Source: an optimization exercise on an open RTL-to-GDS flow (aim: small area). Production flows keep margins and buffers that such runs may drop.
The RTL was checked by simulation tests, not by an equivalence proof against the original design.
Power and IR drop assume default switching activity.

==> flow/design.v <==
`default_nettype none
package y86_pkg;
    localparam logic [3:0] IHALT   = 4'h0;
    localparam logic [3:0] INOP    = 4'h1;
    localparam logic [3:0] IRRMOVQ = 4'h2;
    localparam logic [3:0] IIRMOVQ = 4'h3;
    localparam logic [3:0] IRMMOVQ = 4'h4;
    localparam logic [3:0] IMRMOVQ = 4'h5;
    localparam logic [3:0] IOPQ    = 4'h6;
    localparam logic [3:0] IJXX    = 4'h7;
    localparam logic [3:0] ICALL   = 4'h8;
    localparam logic [3:0] IRET    = 4'h9;
    localparam logic [3:0] IPUSHQ  = 4'hA;
    localparam logic [3:0] IPOPQ   = 4'hB;
    localparam logic [3:0] RSP   = 4'h4;
    localparam logic [3:0] RNONE = 4'hF;
    localparam logic [3:0] SAOK = 4'b1000;
    localparam logic [3:0] SHLT = 4'b0100;
    localparam logic [3:0] SADR = 4'b0010;
    localparam logic [3:0] SINS = 4'b0001;
    localparam logic [3:0] BUB_ICODE = INOP;
    localparam logic [3:0] BUB_IFUN  = 4'h0;
    typedef struct packed {
        logic [3:0]  icode;
        logic [3:0]  ifun;
        logic [3:0]  stat;
        logic [63:0] valC;
        logic [63:0] valA;
        logic [63:0] valB;
        logic [3:0]  dstE;
        logic [3:0]  dstM;
        logic [3:0]  srcA;
        logic [3:0]  srcB;
    } e_reg_t;
    localparam e_reg_t E_NOP = {
        BUB_ICODE, BUB_IFUN, SAOK,
        64'd0, 64'd0, 64'd0,
        RNONE, RNONE, RNONE, RNONE
    };
endpackage
`default_nettype wire
`default_nettype none
module y86_regfile #(
    parameter int                 DATA_W     = 64,
    parameter logic [DATA_W-1:0]  STACK_INIT = 64'd1024
) (
    input  wire logic              clk,
    input  wire logic              rst,
    input  wire logic [3:0]        i_rd_addr_a,
    output logic      [DATA_W-1:0] o_rd_data_a,
    input  wire logic [3:0]        i_rd_addr_b,
    output logic      [DATA_W-1:0] o_rd_data_b,
    input  wire logic [3:0]        i_wr_addr_e,
    input  wire logic [DATA_W-1:0] i_wr_data_e,
    input  wire logic [3:0]        i_wr_addr_m,
    input  wire logic [DATA_W-1:0] i_wr_data_m
);
    logic [DATA_W-1:0] r_regs [0:14];
    always_ff @(posedge clk) begin
        if (rst) begin
            for (int i = 0; i < 15; i++) begin
                r_regs[i] <= (i == int'(y86_pkg::RSP)) ? STACK_INIT : '0;
            end
        end else begin
            if (i_wr_addr_e != y86_pkg::RNONE) r_regs[i_wr_addr_e] <= i_wr_data_e;
            if (i_wr_addr_m != y86_pkg::RNONE) r_regs[i_wr_addr_m] <= i_wr_data_m;
        end
    end
    assign o_rd_data_a = (i_rd_addr_a == y86_pkg::RNONE) ? '0 : r_regs[i_rd_addr_a];
    assign o_rd_data_b = (i_rd_addr_b == y86_pkg::RNONE) ? '0 : r_regs[i_rd_addr_b];
endmodule
`default_nettype wire
`default_nettype none
module decode_writeback #(
    parameter logic [63:0] STACK_INIT = 64'd1024,
    parameter int          DATA_W     = 64
) (
    input  wire logic              clk,
    input  wire logic              reset,
    input  wire logic [3:0]        D_icode,
    input  wire logic [3:0]        D_ifun,
    input  wire logic [3:0]        D_rA,
    input  wire logic [3:0]        D_rB,
    input  wire logic [3:0]        D_stat,
    input  wire logic [DATA_W-1:0] D_valC,
    input  wire logic [DATA_W-1:0] D_valP,
    input  wire logic [3:0]        e_dstE,
    input  wire logic [DATA_W-1:0] e_valE,
    input  wire logic [3:0]        M_dstE,
    input  wire logic [DATA_W-1:0] M_valE,
    input  wire logic [3:0]        M_dstM,
    input  wire logic [DATA_W-1:0] m_valM,
    input  wire logic [3:0]        W_dstE,
    input  wire logic [DATA_W-1:0] W_valE,
    input  wire logic [3:0]        W_dstM,
    input  wire logic [DATA_W-1:0] W_valM,
    input  wire logic              E_bubble,
    output logic      [3:0]        d_srcA,
    output logic      [3:0]        d_srcB,
    output logic      [3:0]        E_icode,
    output logic      [3:0]        E_ifun,
    output logic      [3:0]        E_stat,
    output logic      [DATA_W-1:0] E_valC,
    output logic      [DATA_W-1:0] E_valA,
    output logic      [DATA_W-1:0] E_valB,
    output logic      [3:0]        E_dstE,
    output logic      [3:0]        E_dstM,
    output logic      [3:0]        E_srcA,
    output logic      [3:0]        E_srcB
);
    logic [3:0]        w_srcA, w_srcB, w_dstE, w_dstM;
    logic [DATA_W-1:0] w_rf_a, w_rf_b, w_valA, w_valB;
    y86_pkg::e_reg_t            r_e;
    y86_regfile #(
        .DATA_W     (DATA_W),
        .STACK_INIT (STACK_INIT[DATA_W-1:0])
    ) u_regfile (
        .clk         (clk),
        .rst         (reset),
        .i_rd_addr_a (w_srcA),
        .o_rd_data_a (w_rf_a),
        .i_rd_addr_b (w_srcB),
        .o_rd_data_b (w_rf_b),
        .i_wr_addr_e (W_dstE),
        .i_wr_data_e (W_valE),
        .i_wr_addr_m (W_dstM),
        .i_wr_data_m (W_valM)
    );
    always_comb begin
        w_srcA = y86_pkg::RNONE;
        w_srcB = y86_pkg::RNONE;
        w_dstE = y86_pkg::RNONE;
        w_dstM = y86_pkg::RNONE;
        case (D_icode)
            y86_pkg::IRRMOVQ: begin w_srcA = D_rA; w_dstE = D_rB; end
            y86_pkg::IIRMOVQ: begin w_dstE = D_rB; end
            y86_pkg::IRMMOVQ: begin w_srcA = D_rA; w_srcB = D_rB; end
            y86_pkg::IMRMOVQ: begin w_srcB = D_rB; w_dstM = D_rA; end
            y86_pkg::IOPQ:    begin w_srcA = D_rA; w_srcB = D_rB; w_dstE = D_rB; end
            y86_pkg::ICALL:   begin w_srcB = y86_pkg::RSP; w_dstE = y86_pkg::RSP; end
            y86_pkg::IRET:    begin w_srcA = y86_pkg::RSP; w_srcB = y86_pkg::RSP; w_dstE = y86_pkg::RSP; end
            y86_pkg::IPUSHQ:  begin w_srcA = D_rA; w_srcB = y86_pkg::RSP; w_dstE = y86_pkg::RSP; end
            y86_pkg::IPOPQ:   begin w_srcA = y86_pkg::RSP; w_srcB = y86_pkg::RSP; w_dstE = y86_pkg::RSP; w_dstM = D_rA; end
            default: ;
        endcase
    end
    function automatic logic [DATA_W-1:0] fwd(
        input logic [3:0]        src,
        input logic [DATA_W-1:0] rf,
        input logic [3:0]        e_dstE, input logic [DATA_W-1:0] e_valE,
        input logic [3:0]        M_dstM, input logic [DATA_W-1:0] m_valM,
        input logic [3:0]        M_dstE, input logic [DATA_W-1:0] M_valE,
        input logic [3:0]        W_dstM, input logic [DATA_W-1:0] W_valM,
        input logic [3:0]        W_dstE, input logic [DATA_W-1:0] W_valE
    );
        if (src == y86_pkg::RNONE)       fwd = rf;
        else if (src == e_dstE) fwd = e_valE;
        else if (src == M_dstM) fwd = m_valM;
        else if (src == M_dstE) fwd = M_valE;
        else if (src == W_dstM) fwd = W_valM;
        else if (src == W_dstE) fwd = W_valE;
        else                    fwd = rf;
    endfunction
    always_comb begin
        w_valA = fwd(w_srcA, w_rf_a, e_dstE, e_valE, M_dstM, m_valM,
                     M_dstE, M_valE, W_dstM, W_valM, W_dstE, W_valE);
        if (D_icode == y86_pkg::ICALL || D_icode == y86_pkg::IJXX) w_valA = D_valP;
        w_valB = fwd(w_srcB, w_rf_b, e_dstE, e_valE, M_dstM, m_valM,
                     M_dstE, M_valE, W_dstM, W_valM, W_dstE, W_valE);
    end
    always_ff @(posedge clk) begin
        if (reset || E_bubble) begin
            r_e <= y86_pkg::E_NOP;
        end else begin
            r_e.icode <= D_icode;
            r_e.ifun  <= D_ifun;
            r_e.stat  <= D_stat;
            r_e.valC  <= D_valC;
            r_e.valA  <= w_valA;
            r_e.valB  <= w_valB;
            r_e.dstE  <= w_dstE;
            r_e.dstM  <= w_dstM;
            r_e.srcA  <= w_srcA;
            r_e.srcB  <= w_srcB;
        end
    end
    assign d_srcA  = w_srcA;
    assign d_srcB  = w_srcB;
    assign E_icode = r_e.icode;
    assign E_ifun  = r_e.ifun;
    assign E_stat  = r_e.stat;
    assign E_valC  = r_e.valC;
    assign E_valA  = r_e.valA;
    assign E_valB  = r_e.valB;
    assign E_dstE  = r_e.dstE;
    assign E_dstM  = r_e.dstM;
    assign E_srcA  = r_e.srcA;
    assign E_srcB  = r_e.srcB;
endmodule
`default_nettype wire
==> flow/run.sh <==
#!/bin/bash
# synth_recipe.tcl (not shown) runs the flow's synth.tcl, then flattens the netlist and writes it again
# the make line also repeats each setting of config.mk as NAME=value (left out here)
make -C /OpenROAD-flow-scripts/flow DESIGN_CONFIG=/design/flow/config.mk WORK_HOME=/design/flow/orfs CLKGATE_MAP_FILE= SYNTH_SCRIPT=/design/flow/synth_recipe.tcl finish
==> flow/config.mk <==
export PLATFORM = sky130hd
export DESIGN_NAME = decode_writeback
export DESIGN_NICKNAME = decode_writeback
export VERILOG_FILES = /design/flow/design.v
export SDC_FILE = /design/flow/constraint.sdc
export NUM_CORES = 4
export LEC_CHECK = 0
export CAP_MARGIN = 20
export CORE_MARGIN = 2
export CORE_UTILIZATION = 40
export PLACE_DENSITY = 0.6
export SLEW_MARGIN = 20
==> flow/constraint.sdc <==
create_clock -name core_clock -period 4.0 [get_ports {clk}]
set_input_delay 0.8000 -clock core_clock [delete_from_list [all_inputs] [get_ports {clk}]]
set_output_delay 0.8000 -clock core_clock [all_outputs]
set_load 0.01 [all_outputs]
==> run notes <==
==> metrics by stage <==
stage               setup TNS [ns]  instances  instance area [sq um]  util (%)
global placement            -1.447       9164                  83060     47.11
floorplan                        0       6728                  71280         -
global route                     0       9425                  87650     49.71
finish                           0       9432                  87670     49.72
CTS                              0       9423                  87640     49.71
detailed placement          -1.416       9164                  83060     47.11
==> layout by cell type (no fill, tap or decap), drive strengths merged, types with 66 or more instances in the layout <==
cell type	synthesis	final
o21ai	138	138
nor3	156	156
a21oi	207	207
a22o	963	963
a31oi	197	197
buf	176	451
clkdlybuf4s50	0	713
a222oi	66	66
mux2i	258	258
clkbuf	892	189
nor4	137	137
edfxtp	1024	1024
a211o	73	73
or3	141	141
o211ai	67	67
nand2b	75	75
dfxtp	220	220
a221oi	383	383
a211oi	130	130
o31ai	70	70
nand2	546	546
a22oi	130	130
o22ai	131	131
and2	79	79
==> cell families (layout without fill, tap and decap cells) <==
kind of cell / count (synthesis) / count (layout) / share of synthesized area [%]
AO/OA/AOI/OAI: 2776 / 2776 / 31.11
flip-flops: 1244 / 1244 / 49.48
AND/OR/NAND/NOR: 1224 / 1224 / 8.507
buffers and inverters: 1089 / 1444 / 6.127
multiplexers: 323 / 323 / 4.666
XOR/XNOR: 8 / 8 / 0.09863
other: 1 / 73 / 0.005279
==> worst max-delay path, stage by stage <==
cell and delay (ns):
clkdlybuf4s50_1 0.47, buf_4 0.21, or2_1 0.34, a31o_4 0.31, clkinv_8 0.20, clkdlybuf4s50_1 0.78
==> power breakdown <==
group / total [uW] / switching, uW / internal (uW)
registers: 15600 / 555 / 15000
logic: 6680 / 4230 / 2450
clock network: 13300 / 5770 / 7520
total: 35500 / 10600 / 25000
==> metal layers <==
metal  vias to the layer above  track usage [%]  part of all wire [%]
met5                         -                0                 0.067
met4                        30            26.16                   7.6
met3                      1731            13.60                    14
met2                      6785            57.48                    43
met1                     34376            48.41                    35
li1                      27603                -                     -
==> sequential cells by signal (all words and copies together), names as in the netlist <==
register	count
u_regfile.r_regs	1024
r_e	220
==> area by class of cell <==
| cell class | count | area (sq um) |
|---|---|---|
| inverters | 21 | 107.6 |
| repair buffers | 1164 | 12550 |
| well taps | 2340 | 2928 |
| fillers | 15561 | 88640 |
| flip-flops and latches | 1244 | 35150 |
| diodes | 9 | 22.52 |
| clock inverters | 70 | 649.4 |
| clock buffers | 189 | 3938 |
| multi-input cells | 4395 | 32320 |
==> final timing paths <==
| path | cells after the start | endpoint | start | slack (ns) |
|---|---|---|---|---|
| worst max register to register | 6 | r_e[35] | u_regfile.r_regs[13][19] | 1.65 |
| worst max-delay path | 6 | d_srcA[0] | D_icode[1] | 0.08 |
| worst min-delay path | 2 | r_e[9] | D_rA[1] | 0.34 |
| worst min register to register | 5 | r_e[64] | u_regfile.r_regs[1][48] | 0.91 |
==> flow_summary.toml <==
[setup_path]
crit_required_ns = 3.20
worstPathArrival_ns = 3.12
start_kind = "input port"
cp_max_fo = 21
critPathCaptureType = "primary output"
critPathKind = "in -> out"

[global_routing]
grt_start_max_net_pins = 85
antenna_found_initial = 29
grt_pass1_wl_microns = 510500
gr-total-overflow = 0
track_usage_pct = 39.13
grt_pass1_vias = 67123

[placement]
dp_slack_ns = -0.09199
numPortBuffers = 718
gp_congestion = 0.9588
hpwlAfterDp_microns = 227900

[routing]
drt-initial-drc-count = 12957
route.detailed.drc = 0
drtAntennaViolNets = 0
wirelength_microns = 370200
firstDrtPassIters = 9
wire_per_inst_microns = 39.25
avgViaCountPerCell = 7.477
vias = 70525

[synth]
netlist_top_cells_count = "edfxtp_1, a22o_1, clkbuf_1"
ys_top_cells_by_area = "edfxtp_1, a22o_1, dfxtp_1"
synth_top_area_share_pct = 43.28
ys.warnings.count = 2
synth_top_area_cell = "edfxtp_1"
syn-cell-area_sq_um = 71040
async_flop_share_pct = 0
syn_inst = 6665
synth_edf_count = 1024
ys_types = 77
ys_seq_area_share_pct = 49.48
syn_area_per_cell_sq_um = 10.66
ys_seq_elements = 1244
synth_ff_type = "edfxtp_1"
synth.most_common_cell = "edfxtp_1"

[cts]
numCtsBuffers = 144
cts_tree = "built"
ctsHoldBuffers = 0
htree_levels = 4
clkSinkCount = 1244
cts_resized = 0
clk_pin_slew_ns = 0.06
clock_latency_ns = 0.83
cts_setup_buffers = 0
clk_path_buf_depth = 3
cts_root_buf = "clkbuf_16"

[timing]
fin_crit_ns = 3.916
setup_viol_count_final = 0
finClkSkew_ns = 0.02728
holdWs_ns = 0.3440
drv_slew = 0
finalCritPeriodShare_pct = 97.90
timing.fmax_mhz = 255.4
rsz0062_at_grt = "false"
worstMarginPinSlew_ns = 1.047
maxSlewHeadroom_pct = 29.96
fin_ws_ns = 0.08411
finalHoldViolations = 0

[final_layout]
drive_gt1_share_pct = 12.41
synthToLayoutAreaGrowth_pct = 23.40
finalNetCount = 7461

[pwr]
p_leak_uw = 0.03060
power_uw = 35540
peakVddDrop_mv = 0.5194
power.density_nw_per_um2 = 405.4

[floorplanning]
coreArea_sq_um = 176300
rows = 154
fp.dieW_microns = 425.4
die-area_sq_um = 181000
initial_utilization_pct = 40.29
io-pin-count = 719
dieHeight_microns = 425.4

[hold_path]
hp-class = "in -> reg"

[job]
max-cap-violations = 0

[run_status]
status = "complete, no violations"

==> afterwards: timing with drivers on the ports <==
The results above use ideal ports. As a check the final layout listed here was re-extracted and re-timed, cells and wires unchanged. Step 1, drivers: a clkbuf_16 drives clk and a buf_2 each remaining input, both assumed. Step 2, shift: input delay + t, output delay - t, t = (earliest + latest rising clock arrival at the registers) / 2. This alone moves slack from input paths to output paths. Slacks: ideal / step 1 / step 2; pairs: ideal / step 1.
shift t [ns]: 0.908
setup slack, ns: 0.084 / 0.048 / -0.229
cell pins on the clock port's net: 1
Met with ideal ports but missed after step 2: setup timing in this run. The setup slack of this run moves by -0.036 ns with the drivers and by -0.313 ns with both steps.
